What follows belongs to an exercise in optimizing a design on an open flow for small area, a short achievable clock period and few clock cycles per item; a production flow would make more cautious choices. Function was checked by simulation only, so behaviour that the tests miss may differ from the original. No activity file was given, so power comes from the tool's default toggle rates.

==> flow/design.v (excerpt) <==
module ring_history_peak_tracker_top #(
  parameter int unsigned DEPTH = 128
) (
  input  logic                                clk,
  input  logic                                rst_n,
  input  logic                                in_valid,
  output logic                                in_ready,
  input  logic signed [rhpt_pkg::VAL_W-1:0]   in_sample_value,
  input  logic        [rhpt_pkg::TIME_W-1:0]  in_sample_time,
  output logic                                out_valid,
  input  logic                                out_ready,
  output logic signed [rhpt_pkg::VAL_W-1:0]   out_current_value,
  output logic                                out_peak_found,
  output logic        [rhpt_pkg::PEAK_W-1:0]  out_peak_value,
  output logic        [rhpt_pkg::TIME_W-1:0]  out_peak_age_seconds,
  output logic        [rhpt_pkg::HOURS_W-1:0] out_peak_age_hours_q8,
  output logic        [rhpt_pkg::HELD_W-1:0]  out_entries_held,
  output logic                                out_ring_full
);
Size in the first run: about 14,000 cells after synthesis.
==> flow/config.mk <==
export PLATFORM = sky130hd
export DESIGN_NAME = ring_history_peak_tracker_top
export DESIGN_NICKNAME = ring_history_peak_tracker_top
export VERILOG_FILES = /design/flow/design.v
export SDC_FILE = /design/flow/constraint.sdc
export NUM_CORES = 4
export LEC_CHECK = 0
export CAP_MARGIN = 20
export CORE_MARGIN = 2
export CORE_UTILIZATION = 55
export CTS_CLUSTER_DIAMETER = 60
export CTS_CLUSTER_SIZE = 30
export SLEW_MARGIN = 20
export SYNTH_MEMORY_MAX_BITS = 8192
==> flow/constraint.sdc <==
create_clock -name core_clock -period 10.0 [get_ports {clk}]
set_input_delay 2.0000 -clock core_clock [delete_from_list [all_inputs] [get_ports {clk}]]
set_output_delay 2.0000 -clock core_clock [all_outputs]
set_load 0.01 [all_outputs]
standard.sh (not shown) runs the stock make flow with config.mk's settings and CLKGATE_MAP_FILE= SYNTH_SCRIPT=/design/flow/synth_recipe.tcl, a recipe that flattens the netlist after the stock synthesis.
==> flow/flow/run.sh <==
#!/bin/bash
set -euo pipefail
bash standard.sh SETUP_SLACK_MARGIN=6.1 finish > flow_make.log 2>&1
Testbench counts at the start, summed over its fixed seeds: cycles 2,608, items 2,560.
Then changed:
--- a/flow/design.v
+++ b/flow/design.v
@@ -260,13 +260,13 @@
     rows[11] = a41 >> 21;
     rows[12] = a41 >> 23;
     rows[13] = ~(a41 >> 26);
     rows[14] = ~(a41 >> 28);
     rows[15] = 41'd13;
   end
-  logic [40:0] cs0, cc0, cs1, cc1, cs2, cc2, cs3, cc3, cs4, cc4, cs5, cc5, cs6, cc6, cs7, cc7, cs8, cc8, cs9, cc9, cs10, cc10, cs11, cc11, cs12, cc12, cs13, cc13;
+  logic [40:0] cs0, cc0, cs1, cc1, cs2, cc2, cs3, cc3, cs4, cc4, cs5, cc5, cs6, cc6, cs7, cc7, cs8, cc8, cs9, cc9, cs10, cc10, cs11, cc11, cs12, cc12;
   assign cs0 = rows[0] ^ rows[1] ^ rows[2];
   assign cc0 = ((rows[0] & rows[1]) | (rows[0] & rows[2]) | (rows[1] & rows[2])) << 1;
   assign cs1 = rows[3] ^ rows[4] ^ rows[5];
   assign cc1 = ((rows[3] & rows[4]) | (rows[3] & rows[5]) | (rows[4] & rows[5])) << 1;
   assign cs2 = rows[6] ^ rows[7] ^ rows[8];
   assign cc2 = ((rows[6] & rows[7]) | (rows[6] & rows[8]) | (rows[7] & rows[8])) << 1;
@@ -287,30 +287,31 @@
   assign cs10 = cs8 ^ cc8 ^ cs9;
   assign cc10 = ((cs8 & cc8) | (cs8 & cs9) | (cc8 & cs9)) << 1;
   assign cs11 = cc9 ^ cc4 ^ rows[15];
   assign cc11 = ((cc9 & cc4) | (cc9 & rows[15]) | (cc4 & rows[15])) << 1;
   assign cs12 = cs10 ^ cc10 ^ cs11;
   assign cc12 = ((cs10 & cc10) | (cs10 & cs11) | (cc10 & cs11)) << 1;
-  assign cs13 = cs12 ^ cc12 ^ cc11;
-  assign cc13 = ((cs12 & cc12) | (cs12 & cc11) | (cc12 & cc11)) << 1;
   logic          p3_found;
   logic [PW-1:0] p3_pv;
   logic [TW-1:0] p3_age;
   logic [VW-1:0] p3_cur;
-  logic [40:0]   p3_hs, p3_hc;
-  logic [40:0]   p3_hsum;
+  logic [40:0]   p3_h0, p3_h1, p3_h2;
+  logic [40:0]   p3_hs, p3_hc, p3_hsum;
   always_ff @(posedge clk) begin
     if (adv) begin
       p3_found <= p2_found;
       p3_pv    <= p2_pv;
       p3_age   <= p2_age;
       p3_cur   <= p2_cur;
-      p3_hs    <= cs13;
-      p3_hc    <= cc13;
+      p3_h0    <= cs12;
+      p3_h1    <= cc12;
+      p3_h2    <= cc11;
     end
   end
+  assign p3_hs   = p3_h0 ^ p3_h1 ^ p3_h2;
+  assign p3_hc   = ((p3_h0 & p3_h1) | (p3_h0 & p3_h2) | (p3_h1 & p3_h2)) << 1;
   assign p3_hsum = p3_hs + p3_hc;
   always_ff @(posedge clk) begin
     if (!rst_n) begin
       out_entries_held <= '0;
       out_ring_full    <= 1'b0;
     end else if (adv && p3_v) begin
Wire length climbs by 5.1%.
Core utilization climbs by 0.98 points.
Sequential share of layout area drops by 0.97 points.
Clock skew climbs by 28 ps.
Total power drops by 11%.
Testbench counts after the change, summed over its fixed seeds: cycles 2,608, items 2,560.

[separate check: timing with driven ports]
The results above use ideal ports. As a check the final layouts listed here were re-extracted and re-timed, cells and wires unchanged.
Step 1: set_driving_cell puts a clkbuf_16 on clk and a buf_2 on each other input, an assumption about the parent block.
Step 2 moves the port delays by t, midway between the first and last clock arrival at a register: inputs arrive t later, outputs are due t later. That takes back most of the time a late clock gives input paths.
a / b / c = ideal / step 1 / step 2; a / b = the first two.
| run | t (ns) | slack for setup (ns) | hold WS [ns] | worst data-port slew with drivers (ns) |
|---|---|---|---|---|
| the first run | 1.159 | 5.739 / 5.739 / 5.149 | 0.369 / 0.369 / 0.369 | 0.05 |
| the second run | 1.161 | 5.815 / 5.815 / 4.985 | 0.374 / 0.374 / 0.374 | 0.19 |
After both steps setup and hold are still met in every run listed. The setup slack of the second run, which loses most, moves by 0.000 ns with the drivers and by -0.830 ns with both steps.
